This design comes from an exercise in tuning for small area, a short achievable clock period and few clock cycles per item on the open sky130 flow, not from production work. Power is estimated from default activity; no workload was simulated.

== try-quartz ==
==> flow/design.v (excerpt) <==
module cpu_top #(
    parameter int inst_addr_w = 8
) (
    input  wire                     clk,
    input  wire                     rst_n,
    input  wire [data_w-1:0]        inst_rdata,
    input  wire [data_w-1:0]        data_rdata,
    output logic [inst_addr_w-1:0]  inst_addr,
    output logic [data_addr_w-1:0]  data_addr,
    output logic [data_w-1:0]       data_wdata,
    output logic                    data_we,
    output logic                    io_stall
);
    logic              i_valid;
    logic [pc_w-1:0]   pc_i;
    logic              d_valid;
    logic              d_stall;      
    logic [pc_w-1:0]   pc_d;
    logic [data_w-1:0] ir;
    logic              e_valid;
    logic [data_w-1:0] e_a;
    logic [data_w-1:0] e_b;
    logic [pc_w-1:0]   e_addr;
    logic [pc_w-1:0]   e_btgt;
    logic              e_writes;
    logic [3:0]        e_wd;
    logic              e_alu;
    logic              e_sub;
    logic              e_slt;
    logic              e_load;
    logic              e_mult;
    logic              e_beq;
    logic              w_we;
    logic [3:0]        w_rd;
    logic              w_load;
    logic              w_mult;
  ...
==> flow/config.mk <==
export PLATFORM = sky130hd
export DESIGN_NAME = cpu_top
export DESIGN_NICKNAME = cpu_top
export VERILOG_FILES = /design/flow/design.v
export SDC_FILE = /design/flow/constraint.sdc
export NUM_CORES = 4
export LEC_CHECK = 0
export ABC_CLOCK_PERIOD_IN_PS = 3000
export CAP_MARGIN = 20
export CORE_MARGIN = 2
export CORE_UTILIZATION = 40
export SLEW_MARGIN = 20
==> flow/constraint.sdc <==
create_clock -name core_clock -period 10.0 [get_ports {clk}]
set_input_delay 2.0000 -clock core_clock [delete_from_list [all_inputs] [get_ports {clk}]]
set_output_delay 2.0000 -clock core_clock [all_outputs]
set_load 0.01 [all_outputs]
run.sh (not shown) runs the stock make flow with config.mk's settings and CLKGATE_MAP_FILE= SYNTH_SCRIPT=/design/flow/synth_recipe.tcl, a recipe that flattens the netlist after the stock synthesis.
Per the final summary, try-quartz finished and its layout is clean on timing, DRC and antenna.
## Diff of input files: try-indigo against try-quartz
- putting SETUP_SLACK_MARGIN at 5 where nothing was set
Notes after the runs:
- try-indigo finished all stages; the layout is clean.
- For final total power, try-indigo and try-quartz come out practically identical.
- ~same switching power as a share of total power in try-indigo and try-quartz
- Reported for try-indigo and try-quartz, die area turned out identical to the last digit.
- As far as clock skew goes, try-quartz and try-indigo are indistinguishable; the numbers are identical.
- Delta (try-indigo minus try-quartz): number of enable flip-flop cells after synthesis now sits at about the same level; I/O pin count about even; share of the final layout cell area in multi-input gates stayed essentially flat.
- Delta (try-indigo minus try-quartz): worst hold slack saw little to no change, number of rows in the core area saw little to no change.
Function was not checked in any run of this note: the RTL went through the layout flow alone.

* * *

## try-raven
Another version of the RTL of cpu_top (not shown whole).
Size in the first run: about 2300 cells after synthesis, about 430 flip-flops, roughly 68 I/O pins, about 0.024 sq mm of cells after synthesis.
export LEC_CHECK = 0
export CAP_MARGIN = 20
export CORE_MARGIN = 2
export CORE_UTILIZATION = 55
export CTS_BUF_LIST = sky130_fd_sc_hd__clkbuf_4 sky130_fd_sc_hd__clkbuf_8
export SLEW_MARGIN = 20
export TNS_END_PERCENT = 0
create_clock -name core_clock -period 10.0 [get_ports {clk}]
standard.sh (not shown) runs the stock make flow with config.mk's settings and CLKGATE_MAP_FILE= SYNTH_SCRIPT=/design/flow/synth_recipe.tcl, a recipe that flattens the netlist after the stock synthesis.
==> flow/flow/run.sh <==
#!/bin/bash
# Standard layout, with timing repair aiming below the clock period: the
# repair steps treat any path with less than SETUP_SLACK_MARGIN ns of slack
# as failing, so they keep improving the paths past the 10 ns constraint.
cp standard.sh standard.sh.txt
cp config.mk config.mk.txt
export SETUP_SLACK_MARGIN=7
export TNS_END_PERCENT=0
bash standard.sh > standard.log 2>&1
Relative to try-raven, the following input files were edited for try-garnet:
Settings: TNS_END_PERCENT no longer set, was 0; CORE_UTILIZATION now 40, was 55; CTS_BUF_LIST no longer set, was sky130_fd_sc_hd__clkbuf_4 sky130_fd_sc_hd__clkbuf_8.
==> flow/run.sh (new file) <==
#!/bin/bash
# synth_recipe.tcl (not shown) runs the flow's synth.tcl, then flattens the netlist and writes it again
# the make line also repeats each setting of config.mk as NAME=value (left out here)
make -C /OpenROAD-flow-scripts/flow DESIGN_CONFIG=/design/flow/config.mk WORK_HOME=/design/flow/orfs CLKGATE_MAP_FILE= SYNTH_SCRIPT=/design/flow/synth_recipe.tcl finish
removed: flow/flow/run.sh
removed: flow/standard.sh
### Flow results
try-garnet ends up with a average wire per standard cell that is 4.9% lower than in try-raven.
Routed via count for try-garnet: about 5% down relative to try-raven
In try-garnet, the multi-input gate share of the layout cell area came out 0.89 points above the value in try-raven.
Comparing try-raven against try-garnet, there is no change at all in simple-gate share of the synthesized area.
try-garnet vs try-raven — buffers plus inverters on the worst setup path dropped 12.
Compared to try-raven, try-garnet has total power after layout about 4% lower.
Relative to try-raven, global routing usage on met1 has decreased by 16 points in try-garnet.
No run of this note included a check of the RTL's function; only the layout flow was run.

## afterwards: timing with drivers on the ports
Ports are ideal in the flow. The routed layouts listed here were re-timed in OpenROAD.
Step 1 sets driving cells, clkbuf_16 on the clock port and buf_2 on the other inputs (assumed; they add their load-dependent delay and slew).
Step 2 moves the port delays by t, midway between the first and last clock arrival at a register: inputs arrive t later, outputs are due t later. That takes back most of the time a late clock gives input paths.
Slacks: no drivers / after step 1 / after step 2; pairs: no drivers / after step 1.
run | shift t [ns] | setup WS [ns] | worst setup path at the end | slew at the worst register clock pin (ns)
try-quartz | 0.641 | 5.301 / 5.301 / 4.964 | input to register | 0.07 / 0.07
try-indigo | 0.641 | 5.301 / 5.301 / 4.964 | input to register | 0.07 / 0.07
try-raven | 0.722 | 6.357 / 6.376 / 5.656 | input to register | 0.07 / 0.07
try-garnet | 0.656 | 5.410 / 5.416 / 4.781 | input to register | 0.07 / 0.07
After both steps setup and hold are still met in every run listed. The setup slack of try-raven, which loses most, moves by +0.019 ns with the drivers and by -0.701 ns with both steps.
